Source: an optimization exercise on an open RTL-to-GDS flow (aim: small area). Production flows keep margins and buffers that such runs may drop.
Where RTL was checked, it was by simulation tests only, not by an equivalence proof against the original.
For runs 5 and 6, only the layout was checked, not whether the RTL still works.
Power and IR drop assume default switching activity.

--- flow/constraint.sdc ---
create_clock -name core_clock -period 12.0 [get_ports {clk_i}]
set_input_delay 2.4000 -clock core_clock [delete_from_list [all_inputs] [get_ports {clk_i}]]
set_output_delay 2.4000 -clock core_clock [all_outputs]
set_load 0.01 [all_outputs]
--- flow/flow/area.abc ---
strash
dc2
dch -f
amap
strash
dc2
dch -f
amap
strash
dch -f
amap
--- flow/config.mk ---
export PLATFORM = sky130hd
export DESIGN_NAME = nn_accel
export DESIGN_NICKNAME = nn_accel
export VERILOG_FILES = /design/flow/design.v
export SDC_FILE = /design/flow/constraint.sdc
export NUM_CORES = 4
export LEC_CHECK = 0
export CAP_MARGIN = 20
export CORE_MARGIN = 2
export CORE_UTILIZATION = 60
export SLEW_MARGIN = 20
--- flow/flow/run.sh ---
#!/bin/bash
# The standard layout, with two changes:
#  - synthesis maps the logic with an area-oriented ABC script (flow/area.abc);
#    every other synthesis step, and so every register, is the standard one
#  - the ports are buffered with the smallest buffer cell
#  - the clock tree uses fewer, larger register clusters
set -euo pipefail
here=$(pwd)
cat > "$here/synth_area.tcl" <<EOT
proc synth {args} { yosys synth -nofsm -noshare {*}\$args }
proc abc {args} {
  set i [lsearch \$args -script]
  set args [lreplace \$args [expr {\$i + 1}] [expr {\$i + 1}] $here/flow/area.abc]
  yosys abc {*}\$args
}
EOT
# the rest is the standard flow's own synthesis script, unchanged
tail -n +2 "$here/synth_recipe.tcl" >> "$here/synth_area.tcl"
export BUFFER_PORTS_ARGS="-buffer_cell sky130_fd_sc_hd__buf_1"
# a few large clusters of registers per clock buffer, no dummy loads
export CTS_ARGS="-sink_clustering_enable -repair_clock_nets -sink_clustering_size 30 -sink_clustering_max_diameter 60 -buf_list sky130_fd_sc_hd__clkbuf_16 -dont_use_dummy_load"
bash standard.sh "SYNTH_SCRIPT=$here/synth_area.tcl" SKIP_REPAIR_TIE_FANOUT=1 finish > "$here/flow_make.log" 2>&1
--- flow/design.v ---
package nn_accel_pkg;
    localparam int XLEN           = 32;
    localparam int WORDS_PER_LINE = 4;
    localparam int LINE_W         = XLEN * WORDS_PER_LINE;    
    localparam int FRAC_BITS      = 16;                       
    localparam int MAX_LAYERS     = 4;
    typedef logic [XLEN-1:0] word_t;
    localparam word_t FX_ONE = word_t'(1) << FRAC_BITS;       
    typedef struct packed {
        word_t spare;
        word_t total_layers;
        word_t weights_base;
        word_t neurons_base;
    } desc_hdr_t;
    typedef union packed {
        word_t [WORDS_PER_LINE-1:0] words;    
        desc_hdr_t                  hdr;      
    } line_u;
    typedef struct packed {
        logic  strobe;    
        logic  rw;        
        word_t addr;      
        word_t wdata;
    } mem_req_t;
    typedef struct packed {
        logic  ready;
        line_u line;      
    } mem_rsp_t;
    typedef struct packed {
        logic  valid;
        logic  first;     
        logic  last;      
        word_t neuron;
        word_t weight;
    } mac_op_t;
endpackage
`timescale 1ns/1ps
module nn_accel (
    input  logic         clk_i,
    input  logic         rst_i,
    input  logic         cmd_strobe_i,
    input  logic [31:0]  cmd_addr_i,
    output logic         mem_req_strobe_o,
    output logic         mem_req_rw_o,
    output logic [31:0]  mem_req_addr_o,
    output logic [31:0]  mem_req_wdata_o,
    input  logic         mem_rsp_ready_i,
    input  logic [127:0] mem_rsp_line_i,
    output logic         done_o,
    output logic [31:0]  class_o
);
    localparam logic [2:0] S_IDLE = 3'd0,    
                           S_SIZE = 3'd1,    
                           S_HDR  = 3'd2,    
                           S_WRD  = 3'd3,    
                           S_STEP = 3'd4,    
                           S_WR   = 3'd5,    
                           S_AMAX = 3'd6,    
                           S_ACMP = 3'd7;    
    logic [2:0]  st_q;
    logic        wait_q;       
    logic        done_q;
    logic [29:0] nb_q;         
    logic [29:0] wp_q;         
    logic [5:0]  sp_q;         
    logic [5:0]  sc_q;         
    logic [5:0]  s2_q;         
    logic [5:0]  s3_q;
    logic [1:0]  nl_q;         
    logic [6:0]  ii_q;         
    logic [5:0]  jj_q;         
    logic [5:0]  bi_q;         
    logic [5:0]  kk_q;         
    logic [47:0] w_q;          
    logic [47:0] a_q;          
    logic [1:0]  c_q;          
    logic        xb_q;         
    logic        sv_q;         
    logic [6:0] sp_full;
    logic       bias;
    logic       last_n;
    logic       last_l;
    logic       k_end;
    logic       rdy;
    logic       skip_cmp;
    logic       need;
    logic       step_en;
    logic       ld;
    logic       cmp_end;
    logic       adv;
    assign sp_full  = {sp_q == 6'd0, sp_q};
    assign bias     = (ii_q == sp_full);
    assign last_n   = (6'(jj_q + 6'd1) == sc_q);
    assign last_l   = (nl_q == 2'd0);
    assign k_end    = bias ? (kk_q == 6'd49) : (kk_q == 6'd47);
    assign rdy      = mem_rsp_ready_i;
    assign skip_cmp = (jj_q == 6'd0) || a_q[47];
    always_comb begin
        case (st_q)
            S_SIZE, S_HDR, S_WRD, S_WR: need = 1'b1;
            S_STEP: need = !bias;
            S_AMAX: need = !skip_cmp;
            default: need = 1'b0;
        endcase
    end
    assign step_en = ((st_q == S_STEP) && (bias || rdy)) || (st_q == S_ACMP);
    assign ld      = ((st_q == S_WRD) || (st_q == S_AMAX)) && rdy;
    assign cmp_end = (st_q == S_ACMP) && (kk_q == 6'd51);    
    assign adv     = ((st_q == S_WR) && rdy && !last_l) ||
                     ((st_q == S_AMAX) && skip_cmp) || cmp_end;
    logic [29:0] base;
    logic        use_sp;
    logic [6:0]  off_b;
    logic        cin;
    logic [6:0]  off;
    logic [7:0]  lo;
    logic [29:0] sum;
    always_comb begin
        base   = nb_q;
        use_sp = 1'b0;
        off_b  = 7'd0;
        cin    = 1'b0;
        case (st_q)
            S_SIZE: off_b = 7'd4;
            S_WRD:  begin base = wp_q; cin = wait_q; end
            S_STEP: off_b = ii_q;
            S_WR:   begin use_sp = 1'b1; off_b = wait_q ? 7'd0 : {1'b0, jj_q}; end
            S_AMAX: begin use_sp = 1'b1; off_b = {1'b0, bi_q}; end
            default: ;
        endcase
    end
    assign off = (use_sp ? sp_full : 7'd0) + off_b;
    assign lo  = {1'b0, base[6:0]} + {1'b0, off} + {7'd0, cin};
    assign sum = {base[29:7] + {22'd0, lo[7]}, lo[6:0]};
    logic [1:0]  wsel;
    logic [31:0] ws;           
    logic        xbit;
    assign wsel = (st_q == S_WRD) ? wp_q[1:0] : sum[1:0];
    assign ws   = mem_rsp_line_i[32*wsel +: 32];
    always_comb begin
        if (st_q == S_ACMP) begin
            xbit = kk_q[5] | kk_q[4];                         
        end else if (bias) begin
            xbit = (kk_q == 6'd16) || (kk_q[5:4] == 2'b11);   
        end else begin
            xbit = ws[kk_q[5] ? 5'd31 : kk_q[4:0]];           
        end
    end
    assign mem_req_strobe_o = need && !wait_q;
    assign mem_req_rw_o     = (st_q == S_WR);
    assign mem_req_addr_o   = {sum, 2'b00};
    assign mem_req_wdata_o  = a_q[47] ? 32'd0 : a_q[47:16];    
    assign done_o           = done_q;
    assign class_o          = {26'd0, bi_q};
    logic [47:0] op;
    logic [47:0] a_nx;
    logic [1:0]  c_nx;
    logic [48:0] cy;
    assign op = w_q;
    always_comb begin
        cy[0] = 1'b0;
        for (int b = 0; b < 48; b++) begin
            logic ci;
            if (b == 16)      ci = c_q[0];
            else if (b == 32) ci = c_q[1];
            else              ci = cy[b];
            a_nx[b]   = a_q[b] ^ op[b] ^ ci;
            cy[b + 1] = (a_q[b] & op[b]) | (a_q[b] & ci) | (op[b] & ci);
        end
        c_nx = {cy[32], cy[16]};
    end
    always_ff @(posedge clk_i) begin
        if (rst_i) begin
            st_q   <= S_IDLE;
            wait_q <= 1'b0;
            done_q <= 1'b0;
            sv_q   <= 1'b0;
        end else begin
            done_q <= 1'b0;
            sv_q   <= step_en;
            if (mem_req_strobe_o) begin
                wait_q <= 1'b1;
            end else if (rdy) begin
                wait_q <= 1'b0;
            end
            case (st_q)
                S_IDLE: if (cmd_strobe_i) st_q <= S_SIZE;
                S_SIZE: if (rdy) st_q <= S_HDR;
                S_HDR:  if (rdy) st_q <= S_WRD;
                S_WRD:  if (rdy) st_q <= S_STEP;
                S_STEP: if (step_en && k_end) st_q <= bias ? S_WR : S_WRD;
                S_WR:   if (rdy && last_l) st_q <= S_AMAX;
                S_AMAX: if (rdy) st_q <= S_ACMP;
                default: ;
            endcase
            if (adv) begin
                if (last_n && last_l) begin
                    st_q   <= S_IDLE;
                    done_q <= 1'b1;
                end else begin
                    st_q   <= S_WRD;
                end
            end
        end
    end
    always_ff @(posedge clk_i) begin
        if (st_q == S_IDLE && cmd_strobe_i) begin
            nb_q <= {cmd_addr_i[31:4], 2'b00};    
        end
        if (st_q == S_SIZE && rdy) begin
            sp_q <= mem_rsp_line_i[5:0];
            sc_q <= mem_rsp_line_i[37:32];
            s2_q <= mem_rsp_line_i[69:64];
            s3_q <= mem_rsp_line_i[101:96];
        end
        if (st_q == S_HDR && rdy) begin
            nb_q <= mem_rsp_line_i[31:2];
            wp_q <= mem_rsp_line_i[63:34];
            nl_q <= {mem_rsp_line_i[66], mem_rsp_line_i[64]};
            ii_q <= 7'd0;
            jj_q <= 6'd0;
        end
        xb_q <= xbit;
        if (sv_q) begin
            w_q <= {w_q[46:0], 1'b0};
        end
        if (sv_q && xb_q) begin
            a_q <= a_nx;
            c_q <= c_nx;
        end
        if (ld) begin
            w_q       <= {{16{ws[31]}}, ws};
            kk_q      <= 6'd0;
            a_q[15:0] <= 16'd0;
            if (st_q == S_WRD) begin
                wp_q <= sum;
                if (ii_q == 7'd0) begin
                    a_q[47:16] <= 32'd0;
                    c_q        <= 2'd0;
                end
            end
        end
        if (step_en) begin
            kk_q <= kk_q + 6'd1;
            if (k_end && st_q == S_STEP && !bias) begin
                ii_q <= ii_q + 7'd1;
            end
        end
        if (st_q == S_AMAX && jj_q == 6'd0) begin
            bi_q <= 6'd0;
        end
        if (cmp_end && !a_q[47] && (a_q[47:16] != 32'd0)) begin
            bi_q <= jj_q;                                     
        end
        if (adv) begin
            ii_q <= 7'd0;
            if (last_n) begin
                jj_q <= 6'd0;
                if (!last_l) begin
                    nb_q <= sum;
                    sp_q <= sc_q;
                    sc_q <= s2_q;
                    s2_q <= s3_q;
                    nl_q <= nl_q - 2'd1;
                end
            end else begin
                jj_q <= jj_q + 6'd1;
            end
        end
    end
endmodule
--- flow/standard.sh ---
#!/bin/bash
# synth_recipe.tcl (not shown) runs the flow's synth.tcl, then flattens the netlist and writes it again
# the make line also repeats each setting of config.mk as NAME=value (left out here)
make -C /OpenROAD-flow-scripts/flow DESIGN_CONFIG=/design/flow/config.mk WORK_HOME=/design/flow/orfs CLKGATE_MAP_FILE= SYNTH_SCRIPT=/design/flow/synth_recipe.tcl "${@:-finish}"
==> flow_summary_export.csv, run 1 <==
group,metric,value,unit
min_path,hold_path_depth,2,
setup_path,ff2ff_setup_slack,4.63,ns
synthesis,syn_area,12000,µm²
synthesis,asyncSetResetFlopFracSynth,0,
clocking,master_cell_of_the_clock_root_buffer,"sky130_fd_sc_hd__clkbuf_16",
global_routing,grt.total_usage,0.346,
global_routing,grt_overflow,0,
setup_path,startpoint_type,"flop",
sta,hold_viol_final,0,
pwr,net-switching-power,1600,µW
sta,timing_worst_slew_pin_value,1.02,ns
setup_path,reg2reg_to,"nb_q[29]",
final_layout,diodes,0,
sta,rsz_0062_raised_after_global_routing,"no",
sta,finClkSkew,0.0425,ns
clocking,cts.clk_slew.worst_paths,0.08,ns
die,design.core.area,19500,µm²
routing,drt_pass1_iterations,6,
setup_path,crit_start,"st_q[0]",
routing,drtAntennaViolNets,0,
pwr,power.clock.fraction,0.151,
min_path,min_delay_worst_endpoint,"s2_q[5]",
setup_path,reg2reg_depth,44,
sta,final.hold.worst_slack,0.454,ns
run_status,status,"finished clean",
synthesis,synthesized_nets,1577,
min_path,hp-class,"flop to flop",
die,die_y,145,µm
global_routing,pin_count_of_the_biggest_net_entering_global_routing,81,
die,die-area,21200,µm²
routing,detail_route.wl_per_cell,20.2,µm
routing,wirelength,37400,µm
clocking,cts_setup_buffers,0,
die,io_pins,263,
pwr,power.density_cell_area,263,nW/µm²
synthesis,synth_sequential_area_ratio,0.420,
sta,period_utilization_post_route,0.841,
setup_path,regToRegStartpoint,"st_q[0]",
pwr,p_int,1990,µW
die,die-width,145,µm
clocking,cts_tree,"yes",
setup_path,cp_max_fo,7,
global_routing,number_of_antenna_violations_at_the_first_check_in_global_routing,1,
global_routing,wire_length_of_the_first_global_routing_pass,59500,µm
routing,drt_iter0_drc,1219,
sta,timing.final.max_slew_violations,0,
synthesis,yosys_warnings,1,
sta,setup_total_negative_slack,0,ns
pwr,sequentialPowerShare,0.334,
setup_path,timing.critical_path.slowest_stage_cell,"sky130_fd_sc_hd__dfxtp_1",
pwr,post-layout-total-power,3590,µW
clocking,cts_htree_levels,1,
clocking,clkLatencyLatePin,0.51,ns
die,initial_utilization,0.615,
synthesis,synth.largest_area_cell,"sky130_fd_sc_hd__dfxtp_1",
sta,layout_min_cycle_time,10.09,ns
clocking,cts_resized,0,
pwr,irDropWorstVdd,0.179,mV
synthesis,synthesis.instances,1343,
clocking,numClockSinks,216,
synthesis,yosys-top-cells-area,"sky130_fd_sc_hd__dfxtp_1 24%, sky130_fd_sc_hd__edfxtp_1 18%, sky130_fd_sc_hd__o22ai_1 13%",
global_routing,grt_pass1_vias,11185,
setup_path,classification_of_the_worst_setup_path,"flop to primary output",
synthesis,post_synth_num_cell_types,40,
routing,dr_total_vias,11835,
final_layout,area_growth,13.8,%
min_path,hold_start,"s3_q[5]",
sta,worst_slew_margin_rel,0.313,
setup_path,worst_path_most_repeated_cell,"sky130_fd_sc_hd__nand2_1",
run,maxCapViolations,0,
synthesis,synth-main-ff-cell,"sky130_fd_sc_hd__dfxtp_1",
clocking,cts_max_path_buffers,3,
final_layout,final_net_count,1818,
clocking,num_cts_buffers,19,
sta,final-setup-viol-count,0,
pwr,share_of_total_power_in_combinational_logic,0.515,
final_layout,proportion_of_layout_cells_with_a_drive_suffix_above_1,0.0316,
placed_design,detailed_place_hpwl,26200,µm
routing,drc_errors,0,
setup_path,cp-end-kind,"primary output",
synthesis,synth_commonest_cells,"246 x sky130_fd_sc_hd__o22ai_1, 184 x sky130_fd_sc_hd__nor2_1, 178 x sky130_fd_sc_hd__clkinv_1",
setup_path,required,9.60,ns
synthesis,synth.most_common_cell,"sky130_fd_sc_hd__o22ai_1",
pwr,pleak,0.00466,µW
setup_path,critical_path_arrival,7.69,ns
setup_path,slowest_delay,0.51,ns
synthesis,syn-mean-instance-area,8.94,µm²
routing,post_drt_via_cell_ratio,6.41,
sta,clock.fmax,99.1,MHz
placed_design,globalplace.congestion,0.978,
placed_design,placement.io_buffers,229,
pwr,netSwitchingFraction,0.446,
synthesis,ys_seq_elements,216,
die,num_rows,51,
synthesis,synth_largest_type_area_fraction,0.240,
synthesis,count_of_flip_flops_with_a_built_in_enable_after_synthesis,72,
clocking,holdBufCountCts,0,
[layout by cell type, fill, tap and decap left out, types with 11 or more instances in the layout]
cell type and instances:
sky130_fd_sc_hd__edfxtp_1 72, sky130_fd_sc_hd__clkinv_1 176, sky130_fd_sc_hd__buf_4 20, sky130_fd_sc_hd__o22ai_1 246, sky130_fd_sc_hd__dfxtp_1 144, sky130_fd_sc_hd__a22oi_1 38
sky130_fd_sc_hd__a221oi_1 35, sky130_fd_sc_hd__nor3_1 20, sky130_fd_sc_hd__nor2_1 182, sky130_fd_sc_hd__nand2_1 63, sky130_fd_sc_hd__o221ai_1 11, sky130_fd_sc_hd__o21ai_0 66
sky130_fd_sc_hd__buf_1 229, sky130_fd_sc_hd__fa_1 49, sky130_fd_sc_hd__clkbuf_16 19, sky130_fd_sc_hd__a21oi_1 62, sky130_fd_sc_hd__o22a_1 42, sky130_fd_sc_hd__ha_1 21
[how the worst max path moves through the flow]
| stage | end | slack, ns |
|---|---|---|
| after floorplan | xb_q | 3.25 |
| after CTS | mem_req_addr_o[31] | 2.04 |
| after global placement | mem_req_addr_o[31] | 2.89 |
| final | mem_req_addr_o[31] | 1.91 |
| after detailed placement | mem_req_addr_o[31] | 2.62 |
| after global routing | mem_req_addr_o[31] | 1.05 |
[flip-flops by register name, indices dropped and copies added, names as in the netlist]
signal	flops
a_q	48
sp_q	6
wp_q	30
nb_q	30
nl_q	2
wait_q	1
s2_q	6
done_q	1
sv_q	1
bi_q	6
w_q	48
sc_q	6
ii_q	7
c_q	2
st_q	3
jj_q	6
xb_q	1
kk_q	6
s3_q	6
[final cells by class]
class	instances	area (µm²)
timing repair buffer	249	1010
clock buffer	19	475
fill	1639	5860
tap	265	332
multi-input combinational	920	6140
sequential	216	5040
inverter	178	668
[through the flow]
step / instance area [µm²] / utilization / setup slack, ns / std cells
4_1_cts: 13700 / 0.700 / 2.04 / 1847
3_5_place_dp: 13200 / 0.676 / 2.62 / 1828
2_1_floorplan: 12000 / - / 3.25 / 1343
6_report: 13700 / 0.700 / 1.91 / 1847
3_3_place_gp: 13200 / 0.675 / 2.89 / 1828
5_1_grt: 13700 / 0.700 / 1.05 / 1847
[kinds of logic (layout without fill, tap and decap cells)]
| family | after synthesis | in the layout | share of synthesized area |
|---|---|---|---|
| adders and majority gates | 70 | 70 | 0.104 |
| other | 1 | 1 | 0.000312 |
| DFF | 216 | 216 | 0.420 |
| and+or+nand+nor | 309 | 309 | 0.107 |
| buffers and inverters | 207 | 446 | 0.0738 |
| AOI/OAI and AO/OA | 540 | 540 | 0.296 |
[worst max-delay path, delay by kind of cell (launching register included)]
kind	cells	cell delay (ns)
compound gates	6	1.05
fa+ha+maj	5	1.42
buf+inv	6	0.75
flops	1	0.51
simple gates	26	3.44
[layer usage]
layer / up-vias / GRT usage / wire [µm]
met5: - / 0 / 12
met3: 87 / 0.0721 / 3940
met4: 2 / 0.108 / 1020
met1: 5556 / 0.478 / 15100
met2: 654 / 0.552 / 17300
li1: 5536 / - / -
[power groups by stage]
stage          logic [µW]  clock network [µW]  registers [µW]
3_3_place_gp         1750                   0            1200
3_5_place_dp         1810                   0            1210
2_1_floorplan        1270                   0            1170
5_1_grt              2040                 571            1230
4_1_cts              1820                 545            1190
6_report             1850                 542            1200
==> inputs of run 2 (changes only) <==
--- a/flow/design.v
+++ b/flow/design.v
@@ -73,7 +73,9 @@
     logic [5:0]  kk_q;         
-    logic [47:0] w_q;          
-    logic [47:0] a_q;          
-    logic [1:0]  c_q;          
+    logic [31:0] w_q;          
+    logic [47:0] r_q;          
     logic        xb_q;         
-    logic        sv_q;         
+    logic        lo_q;         
+    logic        hi_q;         
+    logic        cm_q;         
+    logic [1:0]  pp_q;         
     logic [6:0] sp_full;
@@ -82,7 +84,8 @@
     logic       last_l;
-    logic       k_end;
     logic       rdy;
     logic       skip_cmp;
+    logic       rd_mode;
     logic       need;
-    logic       step_en;
+    logic       cap;
+    logic       mac_end;
     logic       ld;
@@ -94,5 +97,5 @@
     assign last_l   = (nl_q == 2'd0);
-    assign k_end    = bias ? (kk_q == 6'd49) : (kk_q == 6'd47);
     assign rdy      = mem_rsp_ready_i;
-    assign skip_cmp = (jj_q == 6'd0) || a_q[47];
+    assign skip_cmp = (jj_q == 6'd0) || r_q[47];
+    assign rd_mode  = (st_q == S_STEP) && !bias && !kk_q[5];
     always_comb begin
@@ -100,3 +103,3 @@
             S_SIZE, S_HDR, S_WRD, S_WR: need = 1'b1;
-            S_STEP: need = !bias;
+            S_STEP: need = rd_mode;
             S_AMAX: need = !skip_cmp;
@@ -105,5 +108,7 @@
     end
-    assign step_en = ((st_q == S_STEP) && (bias || rdy)) || (st_q == S_ACMP);
+    assign cap     = ((st_q == S_STEP) || (st_q == S_ACMP)) && (kk_q != 6'd48) &&
+                     (rd_mode ? rdy : !lo_q);
+    assign mac_end = (kk_q == 6'd48) && !lo_q && !hi_q;
     assign ld      = ((st_q == S_WRD) || (st_q == S_AMAX)) && rdy;
-    assign cmp_end = (st_q == S_ACMP) && (kk_q == 6'd51);    
+    assign cmp_end = (st_q == S_ACMP) && mac_end;
     assign adv     = ((st_q == S_WR) && rdy && !last_l) ||
@@ -141,7 +146,9 @@
         if (st_q == S_ACMP) begin
-            xbit = kk_q[5] | kk_q[4];                         
+            xbit = kk_q[4] || (kk_q == 6'd32);              
         end else if (bias) begin
-            xbit = (kk_q == 6'd16) || (kk_q[5:4] == 2'b11);   
+            xbit = (kk_q == 6'd16);                          
+        end else if (!kk_q[5]) begin
+            xbit = ws[kk_q[4:0]];
         end else begin
-            xbit = ws[kk_q[5] ? 5'd31 : kk_q[4:0]];           
+            xbit = (kk_q == 6'd32) && xb_q;                  
         end
@@ -151,22 +158,32 @@
     assign mem_req_addr_o   = {sum, 2'b00};
-    assign mem_req_wdata_o  = a_q[47] ? 32'd0 : a_q[47:16];    
+    assign mem_req_wdata_o  = r_q[47] ? 32'd0 : r_q[47:16];    
     assign done_o           = done_q;
     assign class_o          = {26'd0, bi_q};
-    logic [47:0] op;
-    logic [47:0] a_nx;
-    logic [1:0]  c_nx;
-    logic [48:0] cy;
-    assign op = w_q;
-    always_comb begin
-        cy[0] = 1'b0;
-        for (int b = 0; b < 48; b++) begin
-            logic ci;
-            if (b == 16)      ci = c_q[0];
-            else if (b == 32) ci = c_q[1];
-            else              ci = cy[b];
-            a_nx[b]   = a_q[b] ^ op[b] ^ ci;
-            cy[b + 1] = (a_q[b] & op[b]) | (a_q[b] & ci) | (op[b] & ci);
-        end
-        c_nx = {cy[32], cy[16]};
-    end
+    logic        sub;          
+    logic [15:0] op_lo;
+    logic [15:0] op_hi;
+    logic [16:0] s_lo;
+    logic [16:0] s_hi;
+    logic [16:0] cl;
+    logic [16:0] ch;
+    logic        near;         
+    logic [2:0]  t3;           
+    assign sub   = (kk_q == 6'd33);
+    assign op_lo = xb_q ? (w_q[15:0] ^ {16{sub}}) : 16'd0;
+    assign op_hi = xb_q ? w_q[31:16] : 16'd0;
+    always_comb begin
+        cl[0] = xb_q && sub;
+        ch[0] = cm_q;
+        for (int b = 0; b < 16; b++) begin
+            s_lo[b]   = r_q[b] ^ op_lo[b] ^ cl[b];
+            cl[b + 1] = (r_q[b] & op_lo[b]) | (r_q[b] & cl[b]) | (op_lo[b] & cl[b]);
+            s_hi[b]   = r_q[b + 16] ^ op_hi[b] ^ ch[b];
+            ch[b + 1] = (r_q[b + 16] & op_hi[b]) | (r_q[b + 16] & ch[b]) | (op_hi[b] & ch[b]);
+        end
+        s_lo[16] = cl[16];
+        s_hi[16] = ch[16];
+    end
+    assign near = (kk_q <= 6'd16);
+    assign t3   = {2'b00, r_q[32]} + {pp_q[1], pp_q} + {2'b00, ch[16]}
+                  - {2'b00, xb_q && w_q[31]};
     always_ff @(posedge clk_i) begin
@@ -176,6 +193,8 @@
             done_q <= 1'b0;
-            sv_q   <= 1'b0;
+            lo_q   <= 1'b0;
+            hi_q   <= 1'b0;
         end else begin
             done_q <= 1'b0;
-            sv_q   <= step_en;
+            lo_q   <= cap;
+            hi_q   <= lo_q;
             if (mem_req_strobe_o) begin
@@ -190,3 +209,3 @@
                 S_WRD:  if (rdy) st_q <= S_STEP;
-                S_STEP: if (step_en && k_end) st_q <= bias ? S_WR : S_WRD;
+                S_STEP: if (mac_end) st_q <= bias ? S_WR : S_WRD;
                 S_WR:   if (rdy && last_l) st_q <= S_AMAX;
@@ -222,14 +241,19 @@
         end
-        xb_q <= xbit;
-        if (sv_q) begin
-            w_q <= {w_q[46:0], 1'b0};
-        end
-        if (sv_q && xb_q) begin
-            a_q <= a_nx;
-            c_q <= c_nx;
+        if (cap) begin
+            xb_q <= xbit;
+            kk_q <= kk_q + 6'd1;
+        end
+        if (lo_q) begin
+            r_q[15:0] <= s_lo[15:0];
+            cm_q      <= s_lo[16];
+        end
+        if (hi_q) begin
+            r_q  <= {r_q[0], r_q[47:33], near ? t3[0] : r_q[32], s_hi[15:0], r_q[15:1]};
+            pp_q <= near ? t3[2:1] : 2'b00;
         end
         if (ld) begin
-            w_q       <= {{16{ws[31]}}, ws};
+            w_q       <= ws;
             kk_q      <= 6'd0;
-            a_q[15:0] <= 16'd0;
+            pp_q      <= 2'b00;
+            r_q[15:0] <= 16'd0;
             if (st_q == S_WRD) begin
@@ -237,4 +261,3 @@
                 if (ii_q == 7'd0) begin
-                    a_q[47:16] <= 32'd0;
-                    c_q        <= 2'd0;
+                    r_q[47:16] <= 32'd0;
                 end
@@ -242,7 +265,4 @@
         end
-        if (step_en) begin
-            kk_q <= kk_q + 6'd1;
-            if (k_end && st_q == S_STEP && !bias) begin
-                ii_q <= ii_q + 7'd1;
-            end
+        if (mac_end && st_q == S_STEP && !bias) begin
+            ii_q <= ii_q + 7'd1;
         end
@@ -251,3 +271,3 @@
         end
-        if (cmp_end && !a_q[47] && (a_q[47:16] != 32'd0)) begin
+        if (cmp_end && !r_q[47] && (r_q[47:16] != 32'd0)) begin
             bi_q <= jj_q;                                     
--- a/flow/flow/run.sh
+++ b/flow/flow/run.sh
@@ -6,2 +6,3 @@
 #  - the clock tree uses fewer, larger register clusters
+#  - one tie cell drives all the constant outputs
 set -euo pipefail
@@ -20,3 +21,3 @@
 # a few large clusters of registers per clock buffer, no dummy loads
-export CTS_ARGS="-sink_clustering_enable -repair_clock_nets -sink_clustering_size 30 -sink_clustering_max_diameter 60 -buf_list sky130_fd_sc_hd__clkbuf_16 -dont_use_dummy_load"
+export CTS_ARGS="-sink_clustering_enable -repair_clock_nets -sink_clustering_size 16 -sink_clustering_max_diameter 60 -buf_list sky130_fd_sc_hd__clkbuf_8 -dont_use_dummy_load"
 bash standard.sh "SYNTH_SCRIPT=$here/synth_area.tcl" SKIP_REPAIR_TIE_FANOUT=1 finish > "$here/flow_make.log" 2>&1
--- a/flow/config.mk
+++ b/flow/config.mk
@@ -9,3 +9,3 @@
 export CORE_MARGIN = 2
-export CORE_UTILIZATION = 60
+export CORE_UTILIZATION = 40
 export SLEW_MARGIN = 20
==> flow_summary_export.csv, run 2 <==
group,metric,value,unit
final_layout,area_growth,14.3,%
final_layout,multiInputGateArea,6150,µm²
routing,drt_pass1_iterations,7,
synthesis,synthesized_nets,1579,
setup_path,worst_path_most_repeated_cell,"sky130_fd_sc_hd__nor2_1",
sta,rsz_0062_raised_after_global_routing,"no",
sta,clock.fmax,97.9,MHz
pwr,power.density_cell_area,251,nW/µm²
die,die-area,29900,µm²
synthesis,synth.largest_area_cell,"sky130_fd_sc_hd__dfxtp_1",
die,initial_utilization,0.409,
setup_path,required,9.60,ns
synthesis,yosys_warnings,1,
pwr,net-switching-power,1500,µW
final_layout,largest_register_ff_count,48,
die,die-width,173,µm
die,num_rows,61,
synthesis,synthesis.instances,1356,
setup_path,cp-end-kind,"primary output",
clocking,num_cts_buffers,22,
synthesis,post_synth_num_cell_types,42,
sta,worst_slew_margin_rel,0.246,
global_routing,grt_overflow,0,
clocking,cts_tree,"yes",
die,die_y,173,µm
global_routing,pin_count_of_the_biggest_net_entering_global_routing,68,
clocking,cts_htree_levels,1,
clocking,cts_max_path_buffers,3,
clocking,clkLatencyLatePin,0.55,ns
pwr,p_int,1780,µW
global_routing,grt_pass1_vias,10653,
pwr,sequentialPowerShare,0.359,
setup_path,classification_of_the_worst_setup_path,"flop to primary output",
setup_path,timing.critical_path.slowest_stage_cell,"sky130_fd_sc_hd__dfxtp_1",
global_routing,grt.total_usage,0.243,
sta,setup_total_negative_slack,0,ns
routing,drtAntennaViolNets,0,
pwr,netSwitchingFraction,0.458,
synthesis,synth.most_common_cell,"sky130_fd_sc_hd__o22ai_1",
pwr,share_of_total_power_in_combinational_logic,0.519,
setup_path,critical_path_arrival,7.81,ns
clocking,holdBufCountCts,0,
global_routing,number_of_antenna_violations_at_the_first_check_in_global_routing,0,
final_layout,most-common-layout-cells,"229 x sky130_fd_sc_hd__buf_1, 201 x sky130_fd_sc_hd__o22ai_1, 178 x sky130_fd_sc_hd__nor2_1",
sta,final-setup-viol-count,0,
final_layout,reg_top3,"r_q x48, w_q x32",
final_layout,largest-register,"r_q",
final_layout,layout_commonest_cell,"sky130_fd_sc_hd__buf_1",
pwr,power.clock.fraction,0.123,
die,design.core.area,27900,µm²
sta,timing.final.max_slew_violations,0,
routing,wirelength,37500,µm
synthesis,syn_area,11400,µm²
synthesis,synth_sequential_area_ratio,0.400,
clocking,master_cell_of_the_clock_root_buffer,"sky130_fd_sc_hd__clkbuf_8",
sta,hold_viol_final,0,
min_path,hp-class,"flop to flop",
run_status,status,"finished clean",
synthesis,asyncSetResetFlopFracSynth,0,
setup_path,startpoint_type,"flop",
die,io_pins,263,
setup_path,slowest_delay,0.48,ns
synthesis,synth_largest_type_area_fraction,0.263,
setup_path,cp_max_fo,7,
placed_design,detailed_place_hpwl,26700,µm
synthesis,syn-mean-instance-area,8.42,µm²
clocking,numClockSinks,202,
clocking,cts.clk_slew.worst_paths,0.09,ns
final_layout,final_net_count,1824,
sta,finClkSkew,0.0574,ns
synthesis,ys_seq_elements,202,
sta,timing_worst_slew_pin_value,1.13,ns
placed_design,globalplace.congestion,0.926,
routing,dr_total_vias,11405,
routing,post_drt_via_cell_ratio,5.77,
synthesis,count_of_flip_flops_with_a_built_in_enable_after_synthesis,52,
routing,drc_errors,0,
routing,drt_iter0_drc,893,
pwr,pleak,0.00441,µW
run,maxCapViolations,0,
clocking,cts_resized,0,
routing,detail_route.wl_per_cell,19.0,µm
placed_design,placement.io_buffers,229,
final_layout,diodes,0,
final_layout,proportion_of_layout_cells_with_a_drive_suffix_above_1,0.0338,
synthesis,synth-main-ff-cell,"sky130_fd_sc_hd__dfxtp_1",
sta,layout_min_cycle_time,10.21,ns
pwr,irDropWorstVdd,0.177,mV
final_layout,final-seq-area,4560,µm²
final_layout,fill_cells,2849,
global_routing,wire_length_of_the_first_global_routing_pass,58900,µm
sta,period_utilization_post_route,0.851,
synthesis,yosys-top-cells-area,"sky130_fd_sc_hd__dfxtp_1 26%, sky130_fd_sc_hd__edfxtp_1 14%, sky130_fd_sc_hd__o22ai_1 11%",
clocking,cts_setup_buffers,0,
final_layout,total_non_filler_cell_area_in_the_finished_layout,13100,µm²
placed_design,placed_area,12700,µm²
synthesis,synth_commonest_cells,"202 x sky130_fd_sc_hd__o22ai_1, 182 x sky130_fd_sc_hd__nor2_1, 150 x sky130_fd_sc_hd__dfxtp_1",
-- run 2: cell count changes after synthesis, sizes merged, moves of 13 or more --
cell	delta
a211oi	+13
a21oi	-14
a22oi	-15
a31oi	+27
clkinv	-32
edfxtp	-20
nand2	+71
nand3	+32
nor2b	+27
o21ai	-17
o22a	-20
o22ai	-44
-- run 2: power groups by stage --
stage | combinational [µW] | sequential [µW] | clock, µW
3_3_place_gp | 1650 | 1180 | 0
2_1_floorplan | 1160 | 1150 | 0
6_report | 1700 | 1170 | 402
3_5_place_dp | 1680 | 1190 | 0
5_1_grt | 1880 | 1210 | 438
4_1_cts | 1690 | 1170 | 412
-- run 2: final timing paths --
| kind | startpoint | to | slack [ns] | cells past startpoint |
|---|---|---|---|---|
| setup reg to reg | xb_q | pp_q[0] | 3.41 | 24 |
| hold / removal | s3_q[4] | s2_q[4] | 0.46 | 2 |
| setup / recovery | st_q[0] | mem_req_addr_o[31] | 1.79 | 44 |
| hold reg to reg | s3_q[4] | s2_q[4] | 0.46 | 2 |
-- run 2: layout make-up --
type                       count  share of cell area
clock buffer                  22              0.0232
inverter                     146              0.0420
multi-input combinational    979               0.471
sequential                   202               0.350
tap                          378              0.0362
timing repair buffer         250              0.0779
-- run 2: kinds of logic after synthesis --
| group | after synthesis | synth area share |
|---|---|---|
| flops | 202 | 0.400 |
| other cells | 1 | 0.000328 |
| fa+ha+maj | 59 | 0.0889 |
| compound gates | 482 | 0.280 |
| simple gates | 436 | 0.163 |
| buf+inv | 175 | 0.0670 |
| xor+xnor | 1 | 0.000767 |
-- run 2: metrics by stage --
| step | utilization | instances | hold WS (ns) | setup slack, ns | power, µW |
|---|---|---|---|---|---|
| 5_1_grt | 0.467 | 1977 | 0.482 | 0.947 | 3530 |
| 4_1_cts | 0.467 | 1977 | 0.457 | 1.79 | 3270 |
| 2_1_floorplan | - | 1356 | 0.418 | 2.65 | 2310 |
| 6_report | 0.467 | 1977 | 0.456 | 1.79 | 3270 |
| 3_3_place_gp | 0.456 | 1955 | 0.423 | 2.57 | 2830 |
| 3_5_place_dp | 0.456 | 1955 | 0.435 | 2.41 | 2860 |
-- run 2: layer usage --
layer  track usage  vias to the layer above  routed length [µm]
met1         0.340                     5351               16500
met4        0.0791                        0                1150
met5             0                        -                   0
li1              -                     5534                   -
met2         0.381                      453               16900
met3        0.0418                       67                3000
-- run 2: critical path: cells and delay by family (launching register included) --
kind / cells / cell delay, ns
AO/OA/AOI/OAI: 6 / 1.03
flip-flops: 1 / 0.48
AND/OR/NAND/NOR: 27 / 3.74
adder cells (fa/ha/maj): 5 / 1.33
buffers and inverters: 6 / 0.69
==> inputs of run 3 (changes only) <==
==> flow/flow/area.abc (replaced) <==
strash
dc2
dch -f
amap
strash
dc2
dch -f
amap
strash
dch -f
amap -A 10 -F 4
--- a/flow/config.mk
+++ b/flow/config.mk
@@ -7,5 +7,5 @@
 export LEC_CHECK = 0
-export CAP_MARGIN = 20
+export CAP_MARGIN = 0
 export CORE_MARGIN = 2
 export CORE_UTILIZATION = 40
-export SLEW_MARGIN = 20
+export SLEW_MARGIN = 0
==> flow_summary_export.csv, run 3 <==
group,metric,value,unit
final_layout,fill_cells,2795,
final_layout,largest_register_ff_count,48,
synthesis,yosys_warnings,1,
pwr,power.density_cell_area,294,nW/µm²
placed_design,detailed_place_hpwl,26700,µm
pwr,post-layout-total-power,3780,µW
global_routing,grt_overflow,0,
final_layout,largest-register,"r_q",
final_layout,final-seq-area,4570,µm²
sta,clock.fmax,88.7,MHz
setup_path,cp-end-kind,"primary output",
synthesis,syn-mean-instance-area,8.67,µm²
routing,detail_route.wl_per_cell,19.6,µm
sta,final-setup-viol-count,0,
die,design.core.area,27700,µm²
synthesis,syn_area,11200,µm²
pwr,netSwitchingFraction,0.484,
final_layout,final_net_count,1763,
clocking,cts_htree_levels,1,
setup_path,critical_path_arrival,8.88,ns
sta,setup_total_negative_slack,0,ns
sta,hold_viol_final,0,
final_layout,proportion_of_layout_cells_with_a_drive_suffix_above_1,0.0384,
synthesis,synth_sequential_area_ratio,0.407,
final_layout,area_growth,14.5,%
sta,timing.final.max_slew_violations,0,
min_path,hp-class,"flop to flop",
pwr,p_int,1950,µW
sta,timing_worst_slew_pin_value,1.14,ns
final_layout,reg_top3,"r_q x48, w_q x32",
pwr,net-switching-power,1830,µW
die,initial_utilization,0.405,
global_routing,pin_count_of_the_biggest_net_entering_global_routing,70,
global_routing,wire_length_of_the_first_global_routing_pass,58000,µm
synthesis,synth_commonest_cells,"192 x sky130_fd_sc_hd__nor2_1, 185 x sky130_fd_sc_hd__o22ai_1, 150 x sky130_fd_sc_hd__dfxtp_1",
sta,final.hold.worst_slack,0.452,ns
placed_design,placement.io_buffers,229,
die,die_y,172,µm
synthesis,ys_seq_elements,202,
pwr,sequentialPowerShare,0.324,
pwr,irDropWorstVdd,0.161,mV
die,die-area,29400,µm²
sta,layout_min_cycle_time,11.28,ns
synthesis,asyncSetResetFlopFracSynth,0,
clocking,cts_tree,"yes",
setup_path,startpoint_type,"flop",
synthesis,count_of_flip_flops_with_a_built_in_enable_after_synthesis,52,
setup_path,cp_max_fo,9,
routing,drtAntennaViolNets,0,
synthesis,synth-main-ff-cell,"sky130_fd_sc_hd__dfxtp_1",
run,maxCapViolations,0,
routing,wirelength,37600,µm
synthesis,synth.most_common_cell,"sky130_fd_sc_hd__nor2_1",
synthesis,post_synth_num_cell_types,42,
global_routing,grt.total_usage,0.251,
global_routing,number_of_antenna_violations_at_the_first_check_in_global_routing,1,
pwr,power.clock.fraction,0.106,
die,num_rows,61,
run_status,status,"finished clean",
synthesis,synth.largest_area_cell,"sky130_fd_sc_hd__dfxtp_1",
routing,drc_errors,0,
setup_path,required,9.60,ns
routing,drt_pass1_iterations,7,
final_layout,layout_commonest_cell,"sky130_fd_sc_hd__buf_1",
clocking,cts.clk_slew.worst_paths,0.08,ns
clocking,clkLatencyLatePin,0.56,ns
placed_design,globalplace.congestion,0.901,
setup_path,worst_path_most_repeated_cell,"sky130_fd_sc_hd__nor2_1",
final_layout,multiInputGateArea,5990,µm²
routing,dr_total_vias,11169,
pwr,pleak,0.00436,µW
setup_path,timing.critical_path.slowest_stage_cell,"sky130_fd_sc_hd__dfxtp_2",
synthesis,synth_largest_type_area_fraction,0.268,
setup_path,slowest_delay,0.44,ns
sta,period_utilization_post_route,0.940,
synthesis,synthesis.instances,1295,
sta,rsz_0062_raised_after_global_routing,"no",
die,io_pins,263,
synthesis,synthesized_nets,1518,
routing,post_drt_via_cell_ratio,5.83,
setup_path,classification_of_the_worst_setup_path,"flop to primary output",
clocking,num_cts_buffers,22,
global_routing,grt_pass1_vias,10454,
sta,worst_slew_margin_rel,0.221,
clocking,cts_max_path_buffers,3,
clocking,numClockSinks,202,
final_layout,most-common-layout-cells,"229 x sky130_fd_sc_hd__buf_1, 187 x sky130_fd_sc_hd__nor2_1, 184 x sky130_fd_sc_hd__o22ai_1",
routing,drt_iter0_drc,1070,
die,die-width,172,µm
sta,finClkSkew,0.0526,ns
synthesis,yosys-top-cells-area,"sky130_fd_sc_hd__dfxtp_1 27%, sky130_fd_sc_hd__edfxtp_1 14%, sky130_fd_sc_hd__o22ai_1 10%",
clocking,master_cell_of_the_clock_root_buffer,"sky130_fd_sc_hd__clkbuf_8",
min_path,hold_path_depth,2,
pwr,share_of_total_power_in_combinational_logic,0.569,
setup_path,reg2reg_depth,37,
## run 3: cell families after synthesis
group / count (synthesis) / share of synthesized area
AO/OA/AOI/OAI: 506 / 0.302
AND/OR/NAND/NOR: 364 / 0.136
flip-flops: 202 / 0.407
buffers and inverters: 162 / 0.0639
adder cells (fa/ha/maj): 59 / 0.0905
XOR/XNOR: 1 / 0.000780
other: 1 / 0.000334
## run 3: stage by stage
stage	instance area (µm²)	instances	setup slack [ns]	util
2_1_floorplan	11200	1295	0.270	-
3_5_place_dp	12500	1894	1.07	0.453
5_1_grt	12900	1916	0.0367	0.464
3_3_place_gp	12500	1894	1.21	0.453
6_report	12900	1917	0.721	0.464
4_1_cts	12800	1916	0.486	0.464
## run 3: repair_timing
action,in CTS,in global routing
setup endpoints to repair,0,1
resized for setup,0,6
buffers inserted,0,0
hold buffers,0,0
## run 3: path summary, 6_finish.rpt
path	start	end	slack (ns)
setup / recovery	st_q[0]	mem_req_addr_o[31]	0.72
hold / removal	s3_q[2]	s2_q[2]	0.45
setup reg to reg	st_q[0]	nb_q[29]	3.64
hold reg to reg	s3_q[2]	s2_q[2]	0.45
## run 3: per-layer routing
| metal | vias to the layer above | track usage | routed length, µm |
|---|---|---|---|
| li1 | 5409 | - | - |
| met1 | 5235 | 0.340 | 16600 |
| met2 | 449 | 0.400 | 17000 |
| met3 | 76 | 0.0449 | 2890 |
| met4 | 0 | 0.0932 | 1200 |
| met5 | - | 0 | 0 |
## run 3: area by class of cell
class,instances,share of cell area
sequential,202,0.355
timing repair buffer,250,0.0791
tap,378,0.0368
clock buffer,22,0.0236
multi-input combinational,931,0.466
antenna,1,0.000195
inverter,133,0.0388
## run 3: power groups by stage
stage	Sequential [µW]	Clock (µW)	Combinational [µW]
global route	1260	434	2370
CTS	1220	412	2120
finish	1230	402	2150
global placement	1230	0	2080
detailed placement	1230	0	2120
floorplan	1190	0	1450
## run 3: critical path: cells and delay by family, from the launching register on
family | cells | cell delay, ns
AO/OA/AOI/OAI | 5 | 0.80
flip-flops | 1 | 0.44
AND/OR/NAND/NOR | 21 | 4.96
adder cells (fa/ha/maj) | 5 | 1.32
buffers and inverters | 7 | 0.82
==> inputs of run 4 (changes only) <==
--- a/flow/config.mk
+++ b/flow/config.mk
@@ -7,5 +7,5 @@
 export LEC_CHECK = 0
-export CAP_MARGIN = 0
+export CAP_MARGIN = 20
 export CORE_MARGIN = 2
 export CORE_UTILIZATION = 40
-export SLEW_MARGIN = 0
+export SLEW_MARGIN = 20
==> flow_summary_export.csv, run 4 <==
group,metric,value,unit
clocking,clkLatencyLatePin,0.56,ns
routing,uppermost_routed_layer,"met4",
sta,rsz_0062_raised_after_global_routing,"no",
sta,final-setup-viol-count,0,
clocking,cts_setup_buffers,0,
setup_path,crit_start,"st_q[0]",
setup_path,critical_path_arrival,8.87,ns
synthesis,synth.largest_area_cell,"sky130_fd_sc_hd__dfxtp_1",
routing,post_drt_via_cell_ratio,5.85,
placed_design,detailed_place_hpwl,26700,µm
setup_path,regToRegStartpoint,"st_q[0]",
min_path,hold_start,"s3_q[0]",
routing,wirelength,37600,µm
pwr,pleak,0.00437,µW
final_layout,largest-register,"r_q",
routing,met2RoutedLength,17000,µm
setup_path,required,9.60,ns
setup_path,slowest_delay,0.44,ns
pwr,power.density_cell_area,294,nW/µm²
setup_path,reg2reg_to,"nb_q[29]",
placed_design,globalplace.congestion,0.901,
synthesis,synth_sequential_area_ratio,0.407,
final_layout,multiInputGateArea,6000,µm²
placed_design,placement.io_buffers,229,
setup_path,reg2reg_depth,37,
global_routing,pin_count_of_the_biggest_net_entering_global_routing,70,
final_layout,final-seq-area,4570,µm²
setup_path,cp-end-kind,"primary output",
final_layout,proportion_of_layout_cells_with_a_drive_suffix_above_1,0.0390,
synthesis,synth.most_common_cell,"sky130_fd_sc_hd__nor2_1",
synthesis,synthesized_nets,1518,
clocking,numClockSinks,202,
setup_path,timing.critical_path.to,"mem_req_addr_o[31]",
die,die_y,172,µm
final_layout,fill_cells,2798,
sta,timing_worst_slew_pin_value,1.05,ns
routing,met3_length,3090,µm
synthesis,synth-main-ff-cell,"sky130_fd_sc_hd__dfxtp_1",
sta,timing.final.max_slew_violations,0,
sta,worst_slew_margin_rel,0.296,
clocking,master_cell_of_the_clock_root_buffer,"sky130_fd_sc_hd__clkbuf_8",
setup_path,timing.critical_path.slowest_stage_cell,"sky130_fd_sc_hd__dfxtp_2",
sta,final.hold.worst_slack,0.453,ns
die,die-area,29400,µm²
setup_path,worst_path_most_repeated_cell,"sky130_fd_sc_hd__nor2_1",
clocking,cts_max_path_buffers,3,
global_routing,grt.total_usage,0.251,
synthesis,post_synth_num_cell_types,42,
routing,detail_route.wl_per_cell,19.6,µm
die,die-width,172,µm
clocking,cts_tree,"yes",
placed_design,placed_area,12500,µm²
final_layout,reg_top3,"r_q x48, w_q x32",
synthesis,asyncSetResetFlopFracSynth,0,
clocking,cts_htree_levels,1,
synthesis,syn_area,11200,µm²
routing,drt_pass1_iterations,8,
sta,period_utilization_post_route,0.939,
synthesis,ys_seq_elements,202,
final_layout,area_growth,14.7,%
setup_path,classification_of_the_worst_setup_path,"flop to primary output",
routing,dr_total_vias,11222,
synthesis,yosys_warnings,1,
synthesis,count_of_flip_flops_with_a_built_in_enable_after_synthesis,52,
sta,layout_min_cycle_time,11.27,ns
global_routing,wire_length_of_the_first_global_routing_pass,58000,µm
final_layout,final_net_count,1764,
setup_path,ff2ff_setup_slack,3.64,ns
die,design.core.area,27700,µm²
routing,drc_errors,0,
global_routing,number_of_antenna_violations_at_the_first_check_in_global_routing,1,
pwr,post-layout-total-power,3780,µW
routing,drt_iter0_drc,1014,
sta,setup_total_negative_slack,0,ns
final_layout,most-common-layout-cells,"229 x sky130_fd_sc_hd__buf_1, 187 x sky130_fd_sc_hd__nor2_1, 184 x sky130_fd_sc_hd__o22ai_1",
global_routing,grt_pass1_vias,10454,
synthesis,synth_commonest_cells,"192 x sky130_fd_sc_hd__nor2_1, 185 x sky130_fd_sc_hd__o22ai_1, 150 x sky130_fd_sc_hd__dfxtp_1",
final_layout,layout_commonest_cell,"sky130_fd_sc_hd__buf_1",
placed_design,placedCellCount,1894,
die,num_rows,61,
clocking,cts.clk_slew.worst_paths,0.08,ns
clocking,num_cts_buffers,22,
synthesis,syn-mean-instance-area,8.67,µm²
routing,route.layer.met1.wl,16300,µm
die,initial_utilization,0.405,
setup_path,startpoint_type,"flop",
die,io_pins,263,
synthesis,synth_largest_type_area_fraction,0.268,
routing,drtAntennaViolNets,0,
pwr,irDropWorstVdd,0.163,mV
final_layout,largest_register_ff_count,48,
synthesis,synthesis.instances,1295,
run_status,status,"finished clean",
run,maxCapViolations,0,
final_layout,stdcell_count,1918,
setup_path,cp_max_fo,9,
final_layout,total_non_filler_cell_area_in_the_finished_layout,12900,µm²
sta,hold_viol_final,0,
min_path,hp-class,"flop to flop",
sta,finClkSkew,0.0500,ns
synthesis,yosys-top-cells-area,"sky130_fd_sc_hd__dfxtp_1 27%, sky130_fd_sc_hd__edfxtp_1 14%, sky130_fd_sc_hd__o22ai_1 10%",
sta,clock.fmax,88.7,MHz
global_routing,grt_overflow,0,
## run 4: worst max-delay path, delay by kind of cell, from the launching register on
family / cells / cell delay, ns
compound gates: 5 / 0.81
fa+ha+maj: 5 / 1.32
buf+inv: 7 / 0.82
flops: 1 / 0.44
simple gates: 21 / 4.95
## run 4: area by class of cell
cell class,count,area share
Antenna cell,1,0.000194
Clock buffer,22,0.0235
Inverter,133,0.0388
Multi-Input combinational cell,931,0.466
Sequential cell,202,0.355
Tap cell,378,0.0367
Timing Repair Buffer,251,0.0802
## run 4: how the worst min path moves through the flow
stage                         end  slack, ns  cells past startpoint
after global routing      s2_q[5]       0.48                      2
after CTS                 s2_q[4]       0.45                      2
final                     s2_q[0]       0.45                      2
after detailed placement  s2_q[4]       0.43                      2
after floorplan           s2_q[0]       0.42                      2
after global placement    s2_q[3]       0.42                      2
## run 4: stage by stage
step                utilization  worst slack, ns
floorplan                     -            0.270
global placement          0.453             1.21
detailed placement        0.453             1.07
CTS                       0.464            0.486
global route              0.465           0.0367
finish                    0.465            0.728
## run 4: kinds of logic after synthesis
kind of cell,count (synthesis),share of synthesized area
xor+xnor,1,0.000780
buf+inv,162,0.0639
fa+ha+maj,59,0.0905
simple gates,364,0.136
flops,202,0.407
other cells,1,0.000334
compound gates,506,0.302
## run 4: per-layer routing
layer / track usage / up-vias
met4: 0.0932 / 0
met3: 0.0449 / 72
li1: - / 5408
met1: 0.340 / 5266
met2: 0.400 / 476
met5: 0 / -
## run 4: what timing repair did
action	in CTS	in global routing
hold buffers	0	0
endpoints found under the setup margin	0	1
resized for setup	0	6
## run 4: power breakdown
part           internal (µW)  switching (µW)  total (µW)
combinational            767            1390        2150
sequential              1020             203        1230
clock                    163             239         402
total                   1950            1830        3780
==> inputs of run 5 (changes only) <==
--- a/flow/design.v
+++ b/flow/design.v
@@ -89,2 +89,3 @@
     logic       cap;
+    logic       skip_lo;
     logic       mac_end;
@@ -110,2 +111,3 @@
                      (rd_mode ? rdy : !lo_q);
+    assign skip_lo = cap && !rd_mode && !xbit;
     assign mac_end = (kk_q == 6'd48) && !lo_q && !hi_q;
@@ -197,4 +199,4 @@
             done_q <= 1'b0;
-            lo_q   <= cap;
-            hi_q   <= lo_q;
+            lo_q   <= cap && !skip_lo;
+            hi_q   <= lo_q || skip_lo;
             if (mem_req_strobe_o) begin
@@ -249,2 +251,5 @@
         end
+        if (skip_lo) begin
+            cm_q      <= 1'b0;
+        end
         if (hi_q) begin
--- a/flow/config.mk
+++ b/flow/config.mk
@@ -7,5 +7,5 @@
 export LEC_CHECK = 0
-export CAP_MARGIN = 20
+export CAP_MARGIN = 10
 export CORE_MARGIN = 2
 export CORE_UTILIZATION = 40
-export SLEW_MARGIN = 20
+export SLEW_MARGIN = 10
==> flow_summary_export.csv, run 5 <==
group,metric,value,unit
synthesis,synth_largest_type_area_fraction,0.269,
sta,hold_viol_final,0,
synthesis,yosys-top-cells-area,"sky130_fd_sc_hd__dfxtp_1 27%, sky130_fd_sc_hd__edfxtp_1 14%, sky130_fd_sc_hd__o22ai_1 11%",
placed_design,placement.io_buffers,229,
synthesis,asyncSetResetFlopFracSynth,0,
run_status,status,"finished clean",
run,maxCapViolations,0,
setup_path,cp_max_fo,8,
synthesis,synth_top_family_by_area,"compound AO/OA/AOI/OAI gates",
clocking,num_cts_buffers,20,
die,die-width,172,µm
synthesis,synth-main-ff-cell,"sky130_fd_sc_hd__dfxtp_1",
final_layout,diodes,0,
final_layout,area_growth,14.3,%
placed_design,detailed_place_hpwl,27000,µm
synthesis,synth_sequential_area_ratio,0.406,
sta,timing_worst_slew_pin_value,1.18,ns
clocking,cts_htree_levels,1,
clocking,cts.clk_slew.worst_paths,0.09,ns
setup_path,timing.critical_path.slowest_stage_cell,"sky130_fd_sc_hd__fa_1",
synthesis,post_synth_num_cell_types,42,
synthesis,count_of_flip_flops_with_a_built_in_enable_after_synthesis,51,
sta,final.hold.worst_slack,0.417,ns
synthesis,syn_area,11200,µm²
setup_path,worst_path_most_repeated_cell,"sky130_fd_sc_hd__or3_1",
sta,final-setup-viol-count,0,
synthesis,synth_simple_gate_area_frac,0.138,
die,io_pins,263,
pwr,post-layout-total-power,3520,µW
clocking,master_cell_of_the_clock_root_buffer,"sky130_fd_sc_hd__clkbuf_8",
pwr,power.density_cell_area,274,nW/µm²
die,initial_utilization,0.405,
final_layout,proportion_of_layout_cells_with_a_drive_suffix_above_1,0.0373,
sta,clock.fmax,87.9,MHz
routing,drt_pass1_iterations,9,
pwr,pleak,0.00435,µW
die,die_y,172,µm
global_routing,grt.total_usage,0.252,
final_layout,final_net_count,1754,
synthesis,multiplexer_area_fraction_after_synthesis,0,
synthesis,synth.most_common_cell,"sky130_fd_sc_hd__o22ai_1",
final_layout,largest_register_ff_count,48,
final_layout,stdcell_count,1907,
placed_design,globalplace.congestion,0.894,
clocking,clkLatencyLatePin,0.54,ns
sta,period_utilization_post_route,0.948,
die,design.core.area,27700,µm²
synthesis,synth_compound_gate_area_share,0.303,
setup_path,critPathTopFamily,"simple AND/OR/NAND/NOR gates",
synthesis,synth_xor_area_frac,0,
setup_path,critical_path_buf_inv_count,7,
global_routing,pin_count_of_the_biggest_net_entering_global_routing,71,
sta,finClkSkew,0.0683,ns
global_routing,grt_overflow,0,
routing,detail_route.wl_per_cell,19.8,µm
routing,drtAntennaViolNets,0,
global_routing,number_of_antenna_violations_at_the_first_check_in_global_routing,0,
synthesis,synthesized_nets,1513,
die,num_rows,61,
routing,drt_iter0_drc,1122,
setup_path,classification_of_the_worst_setup_path,"flop to primary output",
setup_path,required,9.60,ns
clocking,numClockSinks,202,
global_routing,wire_length_of_the_first_global_routing_pass,58500,µm
sta,worst_slew_margin_rel,0.212,
synthesis,ys_seq_elements,202,
routing,post_drt_via_cell_ratio,5.95,
final_layout,layout_commonest_cell,"sky130_fd_sc_hd__buf_1",
synthesis,synth_adder_area_share,0.0905,
synthesis,syn-mean-instance-area,8.70,µm²
sta,setup_total_negative_slack,0,ns
synthesis,synth.largest_area_cell,"sky130_fd_sc_hd__dfxtp_1",
final_layout,largest-register,"r_q",
pwr,irDropWorstVdd,0.124,mV
setup_path,cp-end-kind,"primary output",
min_path,hp-class,"flop to flop",
placed_design,placed_area,12500,µm²
synthesis,synth_commonest_cells,"193 x sky130_fd_sc_hd__o22ai_1, 190 x sky130_fd_sc_hd__nor2_1, 151 x sky130_fd_sc_hd__dfxtp_1",
clocking,cts_max_path_buffers,3,
routing,dr_total_vias,11350,
final_layout,total_non_filler_cell_area_in_the_finished_layout,12800,µm²
setup_path,slowest_delay,0.57,ns
global_routing,grt_pass1_vias,10271,
setup_path,critical_path_arrival,8.98,ns
routing,drc_errors,0,
clocking,cts_tree,"yes",
clocking,holdBufCountCts,0,
synthesis,yosys_warnings,1,
synthesis,synthesis.instances,1290,
sta,timing.final.max_slew_violations,0,
final_layout,reg_top3,"r_q x48, w_q x32",
sta,layout_min_cycle_time,11.38,ns
clocking,cts_resized,1,
routing,wirelength,37800,µm
clocking,cts_setup_buffers,0,
final_layout,fill_cells,2776,
die,die-area,29400,µm²
setup_path,startpoint_type,"flop",
final_layout,most-common-layout-cells,"229 x sky130_fd_sc_hd__buf_1, 193 x sky130_fd_sc_hd__o22ai_1, 184 x sky130_fd_sc_hd__nor2_1",
placed_design,placedCellCount,1887,
run 5: cell types whose count changed after synthesis, moves of 7 or more:
| cell | change |
|---|---|
| sky130_fd_sc_hd__a221oi_1 | -10 |
| sky130_fd_sc_hd__or3_1 | +7 |
| sky130_fd_sc_hd__o22ai_1 | +8 |
| sky130_fd_sc_hd__a32oi_1 | +7 |
| sky130_fd_sc_hd__a222oi_1 | +7 |
| sky130_fd_sc_hd__o21ai_0 | -8 |
run 5: path summary, 6_finish.rpt:
check / cells past startpoint / slack (ns) / from / endpoint
setup / recovery: 37 / 0.62 / st_q[0] / mem_req_addr_o[31]
hold / removal: 2 / 0.42 / s3_q[2] / s2_q[2]
setup reg to reg: 26 / 3.05 / kk_q[1] / r_q[15]
hold reg to reg: 2 / 0.42 / s3_q[2] / s2_q[2]
run 5: per-layer routing:
metal,global-route usage,share of wire
met2,0.390,0.44
met5,0,0
met3,0.0324,0.079
met4,0.0597,0.023
met1,0.374,0.45
run 5: area by class of cell:
cell class	count	area, µm²	area share
flip-flops and latches	202	4560	0.355
inverters	132	499	0.0389
multi-input cells	927	6030	0.470
clock buffers	20	275	0.0214
repair buffers	248	1000	0.0781
well taps	378	473	0.0368
run 5: cells by family after synthesis:
kind of cell | Yosys count
adder cells (fa/ha/maj) | 59
AND/OR/NAND/NOR | 363
flip-flops | 202
AO/OA/AOI/OAI | 504
other | 1
buffers and inverters | 161
run 5: report_power, final:
part,internal [µW],switching (µW),leakage [µW]
sequential,1000,219,0.00172
clock,149,232,0.000144
combinational,711,1210,0.00249
run 5: worst register-to-register path, delay by kind of cell (launching register included):
family | cells | cell delay (ns)
simple gates | 2 | 0.28
fa+ha+maj | 17 | 6.73
compound gates | 3 | 0.49
buf+inv | 4 | 1.02
flops | 1 | 0.40
run 5: metrics by stage:
stage	utilization	setup slack, ns
CTS	0.462	0.138
global placement	0.452	0.680
finish	0.463	0.623
floorplan	-	0.214
global route	0.463	-0.00234
detailed placement	0.452	0.565
==> inputs of run 6 (changes only) <==
--- a/flow/design.v
+++ b/flow/design.v
@@ -130,2 +130,3 @@
         case (st_q)
+            S_IDLE: base = {cmd_addr_i[31:4], 2'b00};    
             S_SIZE: off_b = 7'd4;
@@ -228,3 +229,3 @@
         if (st_q == S_IDLE && cmd_strobe_i) begin
-            nb_q <= {cmd_addr_i[31:4], 2'b00};    
+            nb_q <= sum;
         end
--- a/flow/flow/run.sh
+++ b/flow/flow/run.sh
@@ -21,3 +21,3 @@
 # a few large clusters of registers per clock buffer, no dummy loads
-export CTS_ARGS="-sink_clustering_enable -repair_clock_nets -sink_clustering_size 16 -sink_clustering_max_diameter 60 -buf_list sky130_fd_sc_hd__clkbuf_8 -dont_use_dummy_load"
+export CTS_ARGS="-sink_clustering_enable -repair_clock_nets -sink_clustering_size 16 -sink_clustering_max_diameter 100 -buf_list sky130_fd_sc_hd__clkbuf_8 -dont_use_dummy_load"
 bash standard.sh "SYNTH_SCRIPT=$here/synth_area.tcl" SKIP_REPAIR_TIE_FANOUT=1 finish > "$here/flow_make.log" 2>&1
==> flow_summary_export.csv, run 6 <==
group,metric,value,unit
setup_path,reg2reg_depth,27,
final_layout,final-seq-area,4550,µm²
synthesis,synthesis.instances,1288,
final_layout,final_net_count,1751,
synthesis,count_of_flip_flops_with_a_built_in_enable_after_synthesis,51,
setup_path,required,9.60,ns
synthesis,yosys_warnings,1,
final_layout,diodes,0,
sta,final-setup-viol-count,0,
synthesis,synth_sequential_area_ratio,0.407,
die,num_rows,61,
global_routing,pin_count_of_the_biggest_net_entering_global_routing,67,
sta,period_utilization_post_route,0.910,
sta,hold_viol_final,0,
pwr,power.density_cell_area,275,nW/µm²
routing,drt_iter0_drc,1065,
min_path,hp-class,"flop to flop",
synthesis,synth_largest_type_area_fraction,0.270,
setup_path,timing.critical_path.slowest_stage_cell,"sky130_fd_sc_hd__fa_1",
setup_path,slowest_delay,0.56,ns
die,initial_utilization,0.405,
final_layout,multiInputGateArea,5850,µm²
clocking,holdBufCountCts,0,
setup_path,cp-end-kind,"primary output",
clocking,cts_htree_levels,1,
final_layout,total_non_filler_cell_area_in_the_finished_layout,12700,µm²
min_path,hold_path_depth,2,
clocking,master_cell_of_the_clock_root_buffer,"sky130_fd_sc_hd__clkbuf_8",
sta,rsz_0062_raised_after_global_routing,"no",
clocking,numClockSinks,202,
final_layout,fill_cells,2828,
die,die-area,29300,µm²
synthesis,yosys-top-cells-area,"sky130_fd_sc_hd__dfxtp_1 27%, sky130_fd_sc_hd__edfxtp_1 14%, sky130_fd_sc_hd__o22ai_1 9.2%",
die,die_y,171,µm
setup_path,cp_max_fo,6,
final_layout,layout_commonest_cell,"sky130_fd_sc_hd__buf_1",
final_layout,reg_top3,"r_q x48, w_q x32",
placed_design,placed_area,12500,µm²
global_routing,number_of_antenna_violations_at_the_first_check_in_global_routing,0,
setup_path,worst_path_most_repeated_cell,"sky130_fd_sc_hd__nor2_1",
setup_path,regToRegStartpoint,"kk_q[1]",
sta,timing_worst_slew_pin_value,1.10,ns
final_layout,proportion_of_layout_cells_with_a_drive_suffix_above_1,0.0328,
global_routing,grt_pass1_vias,10211,
sta,final.setup.worst_slack,1.08,ns
synthesis,asyncSetResetFlopFracSynth,0,
sta,finClkSkew,0.0307,ns
final_layout,area_growth,13.9,%
routing,wirelength,36900,µm
run_status,status,"finished clean",
routing,drc_errors,0,
synthesis,post_synth_num_cell_types,42,
synthesis,synthesized_nets,1511,
die,die-width,171,µm
placed_design,placement.io_buffers,229,
clocking,cts_resized,0,
setup_path,reg2reg_to,"r_q[15]",
setup_path,critical_path_arrival,8.52,ns
routing,drtAntennaViolNets,0,
sta,worst_slew_margin_rel,0.265,
final_layout,most-common-layout-cells,"229 x sky130_fd_sc_hd__buf_1, 188 x sky130_fd_sc_hd__nor2_1, 165 x sky130_fd_sc_hd__o22ai_1",
final_layout,largest-register,"r_q",
synthesis,synth.largest_area_cell,"sky130_fd_sc_hd__dfxtp_1",
sta,layout_min_cycle_time,10.92,ns
routing,dr_total_vias,11166,
placed_design,placement.setup.worst_slack,1.70,ns
min_path,min_delay_worst_endpoint,"s2_q[4]",
pwr,pleak,0.00433,µW
synthesis,synth-main-ff-cell,"sky130_fd_sc_hd__dfxtp_1",
final_layout,largest_register_ff_count,48,
synthesis,synth.most_common_cell,"sky130_fd_sc_hd__nor2_1",
clocking,cts_max_path_buffers,3,
clocking,num_cts_buffers,16,
die,io_pins,263,
setup_path,startpoint_type,"flop",
synthesis,ys_seq_elements,202,
setup_path,ff2ff_setup_slack,3.64,ns
placed_design,detailed_place_hpwl,26700,µm
die,design.core.area,27600,µm²
run,maxCapViolations,0,
global_routing,wire_length_of_the_first_global_routing_pass,57100,µm
clocking,cts_tree,"yes",
global_routing,grt.total_usage,0.247,
routing,post_drt_via_cell_ratio,5.86,
synthesis,synth_commonest_cells,"193 x sky130_fd_sc_hd__nor2_1, 165 x sky130_fd_sc_hd__o22ai_1, 163 x sky130_fd_sc_hd__clkinv_1",
placed_design,globalplace.congestion,0.869,
clocking,cts.clk_slew.worst_paths,0.11,ns
sta,timing.final.max_slew_violations,0,
routing,drt_pass1_iterations,6,
clocking,cts_setup_buffers,0,
sta,setup_total_negative_slack,0,ns
setup_path,classification_of_the_worst_setup_path,"flop to primary output",
min_path,hold_start,"s3_q[4]",
sta,clock.fmax,91.6,MHz
synthesis,syn-mean-instance-area,8.68,µm²
final_layout,final_core_utilization,0.461,
clocking,clkLatencyLatePin,0.54,ns
synthesis,syn_area,11200,µm²
routing,detail_route.wl_per_cell,19.4,µm
pwr,irDropWorstVdd,0.225,mV
global_routing,grt_overflow,0,
[run 6: kinds of logic after synthesis]
logic type | Yosys count | synth area share
AO/OA/AOI/OAI | 493 | 0.299
adder cells (fa/ha/maj) | 59 | 0.0909
buffers and inverters | 192 | 0.0742
flip-flops | 202 | 0.407
AND/OR/NAND/NOR | 341 | 0.128
other | 1 | 0.000335
[run 6: routing by layer]
layer | GRT usage | up-vias | part of all wire
met5 | 0 | - | 0
li1 | - | 5370 | -
met4 | 0.0560 | 0 | 0.020
met2 | 0.387 | 483 | 0.45
met3 | 0.0375 | 47 | 0.085
met1 | 0.360 | 5266 | 0.45
[run 6: worst max-delay path by stage]
stage                          startpoint            endpoint  slack, ns  cells after the start
after floorplan           mem_rsp_ready_i             jj_q[0]       0.83                      4
after detailed placement    cmd_addr_i[5]  mem_req_addr_o[31]       1.70                     29
after global routing              st_q[0]  mem_req_addr_o[31]       0.25                     39
final                             st_q[0]  mem_req_addr_o[31]       1.08                     37
after CTS                         st_q[0]  mem_req_addr_o[31]       1.08                     37
after global placement      cmd_addr_i[5]  mem_req_addr_o[31]       1.69                     29
[run 6: worst max-delay path, delay by kind of cell, from the launching register on]
| family | cells | cell delay, ns |
|---|---|---|
| simple gates | 20 | 4.22 |
| fa+ha+maj | 5 | 1.47 |
| buf+inv | 7 | 0.93 |
| compound gates | 5 | 0.92 |
| flops | 1 | 0.47 |
[run 6: per-stage QoR]
stage,total power [µW],instances,hold slack [ns]
after floorplan,2470,1288,0.418
after CTS,3490,1904,0.456
after global routing,3760,1904,0.479
final,3500,1904,0.453
after detailed placement,3130,1888,0.430
after global placement,3100,1888,0.422
[run 6: power by group]
group          total, µW  switching (µW)  internal (µW)
sequential          1160             170            986
combinational       1990            1300            692
clock                350             229            121
[run 6: layout make-up]
| cell class | instances | share of cell area |
|---|---|---|
| Tap cell | 378 | 0.0371 |
| Inverter | 163 | 0.0481 |
| Sequential cell | 202 | 0.358 |
| Timing Repair Buffer | 251 | 0.0805 |
| Multi-Input combinational cell | 894 | 0.459 |
| Clock buffer | 16 | 0.0173 |

[afterwards: timing with drivers on the ports]
In the flow no input, the clock included, has a driving cell. The finished layouts below were timed again as built, in two steps.
Step 1 assumes that a clkbuf_16 drives the clock port and a buf_2 every other input.
Step 2, shift: input delay + t, output delay - t, t = (earliest + latest rising clock arrival at the registers) / 2. This alone moves slack from input paths to output paths.
Three values: ideal ports, drivers, drivers and shift; two values: the first two.
run | shift t [ns] | setup WS [ns] | slew at the worst register clock pin (ns) | worst data-port slew with drivers (ns) | pins driven straight from the clock port
run 1 | 0.534 | 1.908 / 1.864 / 2.397 | 0.08 / 0.08 | 0.06 | 1
run 2 | 0.569 | 1.788 / 1.744 / 2.313 | 0.11 / 0.11 | 0.05 | 1
run 3 | 0.584 | 0.721 / 0.672 / 1.256 | 0.10 / 0.10 | 0.08 | 1
run 4 | 0.584 | 0.728 / 0.680 / 1.264 | 0.10 / 0.10 | 0.08 | 1
run 5 | 0.552 | 0.623 / 0.579 / 1.131 | 0.10 / 0.10 | 0.06 | 1
run 6 | 0.567 | 1.084 / 1.039 / 1.606 | 0.11 / 0.11 | 0.06 | 1
After both steps every run listed still meets setup and hold.
